Context: an optimization exercise on an open-source flow, tuned for small area, a short achievable clock period and few clock cycles. The choices shown serve that exercise and are no tape-out recipe.
RTL that was checked went through simulation tests only; none was proved equivalent to the original.
No activity file was given, so power comes from the tool's default toggle rates.

// job_distributor
module job_distributor (
    input  logic                                             clk,
    input  logic                                             rst_n,
    input  logic [dist_pkg::NUM_FTHREADS*dist_pkg::OPCODE_W-1:0]  fthread_config,
    input  logic                                             fthread_config_valid,
    input  logic [dist_pkg::NUM_JOB_TYPES*dist_pkg::OPCODE_W-1:0] job_config,
    input  logic                                             job_config_valid,
    input  logic [dist_pkg::NUM_JOB_TYPES-1:0]               job_queue_valid,
    input  logic [dist_pkg::NUM_JOB_TYPES*dist_pkg::JOB_W-1:0]    job_queue_data,
    output logic [dist_pkg::NUM_JOB_TYPES-1:0]               job_queue_ready,
    input  logic [dist_pkg::ADDR_W-1:0]                      ws_base_addr,
    input  logic                                             ws_base_addr_valid,
    output logic [dist_pkg::NUM_FTHREADS*dist_pkg::CMD_LINE_W-1:0] fthread_job,
    output logic [dist_pkg::NUM_FTHREADS-1:0]                fthread_job_valid,
    input  logic [dist_pkg::NUM_FTHREADS-1:0]                fthread_done
);
For scale: about 470 flip-flops.
export LEC_CHECK = 0
export CAP_MARGIN = 20
export CORE_AREA = 2 2 278 278
export DIE_AREA = 0 0 280 280
export PLACE_DENSITY = 0.6
export SETUP_SLACK_MARGIN = 2.2
export SLEW_MARGIN = 20
create_clock -name core_clock -period 5.0 [get_ports {clk}]
standard.sh (not shown) runs the stock make flow with config.mk's settings and CLKGATE_MAP_FILE= SYNTH_SCRIPT=/design/flow/synth_recipe.tcl, a recipe that flattens the netlist after the stock synthesis.
==> flow/flow/run.sh <==
#!/bin/bash
# Standard ORFS layout; the only change is the cell buffer_ports uses on the
# ports (the smallest plain buffer instead of the default delay buffer).
set -euo pipefail
export BUFFER_PORTS_ARGS="-buffer_cell sky130_fd_sc_hd__buf_1"
export PLACE_PINS_ARGS="-min_distance 1 -min_distance_in_tracks"
bash standard.sh > standard_flow.log 2>&1
The first run ran to the end with no violations.
Testbench counts at the start, summed over its fixed seeds: cycles 11,858.
Then changed:
--- a/flow/config.mk
+++ b/flow/config.mk
@@ -8,6 +8,8 @@
 export CAP_MARGIN = 20
 export CORE_AREA = 2 2 278 278
+export CTS_CLUSTER_DIAMETER = 100
+export CTS_CLUSTER_SIZE = 30
 export DIE_AREA = 0 0 280 280
 export PLACE_DENSITY = 0.6
-export SETUP_SLACK_MARGIN = 2.2
+export SETUP_SLACK_MARGIN = 1.8
 export SLEW_MARGIN = 20
After rerunning: The changed run finished clean; routed wire length drops by a little under a tenth; final cell count decreases by a few percent; via count came out lower by a few percent; setup slack is worse by 0.24 ns; synthesized cell count is unchanged; register-to-register slack got worse by 0.24 ns.
Then changed:
--- a/flow/config.mk
+++ b/flow/config.mk
@@ -8,8 +8,9 @@
 export CAP_MARGIN = 20
 export CORE_AREA = 2 2 278 278
-export CTS_CLUSTER_DIAMETER = 100
-export CTS_CLUSTER_SIZE = 30
+export CTS_CLUSTER_DIAMETER = 80
+export CTS_CLUSTER_SIZE = 24
 export DIE_AREA = 0 0 280 280
 export PLACE_DENSITY = 0.6
-export SETUP_SLACK_MARGIN = 1.8
+export SETUP_SLACK_MARGIN = 2.4
 export SLEW_MARGIN = 20
+export TNS_END_PERCENT = 5
The new run passed the timing, design-rule and antenna checks.
Sequential power hardly moves.
Synthesized area is unchanged.
First-iteration DRC count shrinks by a few percent.
Die area is unchanged.
Cell area grows by a few percent.
Critical path depth grows by 2.
Setup slack improves by 0.21 ns.
Then changed:
--- a/flow/config.mk
+++ b/flow/config.mk
@@ -8,9 +8,8 @@
 export CAP_MARGIN = 20
 export CORE_AREA = 2 2 278 278
-export CTS_CLUSTER_DIAMETER = 80
-export CTS_CLUSTER_SIZE = 24
+export CTS_CLUSTER_DIAMETER = 100
+export CTS_CLUSTER_SIZE = 30
 export DIE_AREA = 0 0 280 280
 export PLACE_DENSITY = 0.6
-export SETUP_SLACK_MARGIN = 2.4
+export SETUP_SLACK_MARGIN = 2.2
 export SLEW_MARGIN = 20
-export TNS_END_PERCENT = 5
=> The changed run ran to the end with no violations; wire length went up by 2.3%; fmax went up by 1.7%; power went up by 0.40%; setup slack improved by 0.049 ns; worst hold slack got worse by 0.014 ns; clock skew went up by 0.012 ns; cell count is about the same.
Then changed:
--- a/flow/config.mk
+++ b/flow/config.mk
@@ -8,8 +8,9 @@
 export CAP_MARGIN = 20
 export CORE_AREA = 2 2 278 278
-export CTS_CLUSTER_DIAMETER = 100
-export CTS_CLUSTER_SIZE = 30
+export CTS_CLUSTER_DIAMETER = 80
+export CTS_CLUSTER_SIZE = 24
 export DIE_AREA = 0 0 280 280
 export PLACE_DENSITY = 0.6
-export SETUP_SLACK_MARGIN = 2.2
+export SETUP_SLACK_MARGIN = 2.6
 export SLEW_MARGIN = 20
+export TNS_END_PERCENT = 5
Result:
- The new run finished clean
- total power came out higher slightly
- worst setup slack gets worse by 0.091 ns
- via count drops slightly
Then changed:
--- a/flow/config.mk
+++ b/flow/config.mk
@@ -12,5 +12,5 @@
 export DIE_AREA = 0 0 280 280
 export PLACE_DENSITY = 0.6
-export SETUP_SLACK_MARGIN = 2.6
+export SETUP_SLACK_MARGIN = 2.2
 export SLEW_MARGIN = 20
 export TNS_END_PERCENT = 5
Result: The new run completed without violations. Die area is unchanged. Total power hardly moves. Cell count rose by about 0.33%. Worst hold slack loses 0.0086 ns. Core utilization increases by 0.34 points. Routed wire length goes up by 0.31%. Synthesized cell count does not change. Global-route usage shrinks by 0.21 points. Final area rose by 0.91%. First-iteration DRC count is higher by 7.6%. Maximum frequency rose by 0.62%.

========
run a:
job_distributor, a different RTL version from the one above (not shown whole).
For scale: about 430 flip-flops, ~1300 I/O pins, about 23000 um2 of cells after synthesis.
export LEC_CHECK = 0
export CAP_MARGIN = 20
export CORE_AREA = 2 2 213 213
export DIE_AREA = 0 0 215 215
export PLACE_DENSITY = 0.6
export SLEW_MARGIN = 20
create_clock -name core_clock -period 5.0 [get_ports {clk}]
Scripts as last shown in full above: flow/flow/run.sh
What run b does differently from run a at the input level:
Settings: SETUP_SLACK_MARGIN: unset -> 2.0.
Results
- Run b and run a all finish clean.
- Worst hold slack across run b and run a: no real change.
- Of the two candidates, run a has the better worst setup slack after placement and run b the worse one.
- Delta (run b minus run a): arrival time reported for the critical path endpoint went down; part of the total power dissipated in combinational logic went up; clock period minus final worst setup slack went down; count of buffering cells on the critical path with inverters included went up.
- A startpoint of the most critical setup path of fthread_done[0] is what run a shows, while fthread_done[1] belongs to run b.
- Run a → run b: placer's final routability congestion estimate +0.024, cell area +0.70%, top achievable clock speed +about 23%.
No functional check of the RTL was part of any run of this note.

## separate check: timing with driven ports
The flow's constraints put no driver on any port. The routed layouts listed below were extracted and timed again, unchanged, in two steps.
Step 1 sets driving cells, clkbuf_16 on the clock port and buf_2 on the other inputs (assumed; they add their load-dependent delay and slew).
Step 2 also shifts input and output timing later by t, the mid clock arrival at the registers, as if the neighbouring blocks saw the same clock.
Slacks: ideal ports / drivers / drivers and shift; pairs: ideal ports / drivers.
run	t (ns)	setup slack, ns	worst hold slack (ns)	slew at the worst register clock pin (ns)
the first run of note 1	0.671	2.124 / 2.069 / 1.511	0.332 / 0.332 / 0.332	0.06 / 0.06
the second run of note 1	0.638	1.887 / 1.859 / 1.327	0.327 / 0.327 / 0.327	0.12 / 0.12
the third run of note 1	0.655	2.097 / 2.045 / 1.479	0.340 / 0.340 / 0.340	0.10 / 0.10
the fourth run of note 1	0.653	2.147 / 2.107 / 1.497	0.326 / 0.326 / 0.326	0.12 / 0.12
the fifth run of note 1	0.680	2.056 / 2.029 / 1.402	0.325 / 0.325 / 0.325	0.10 / 0.10
the sixth run of note 1	0.669	2.074 / 2.025 / 1.483	0.317 / 0.317 / 0.317	0.10 / 0.10
run a	0.635	0.829 / 0.784 / 0.694	0.324 / 0.324 / 0.324	0.06 / 0.06
run b	0.634	1.610 / 1.564 / 1.191	0.326 / 0.326 / 0.326	0.06 / 0.06
After both steps every run listed still meets setup and hold. The setup slack of the fifth run of note 1, which loses most, moves by -0.027 ns with the drivers and by -0.654 ns with both steps.
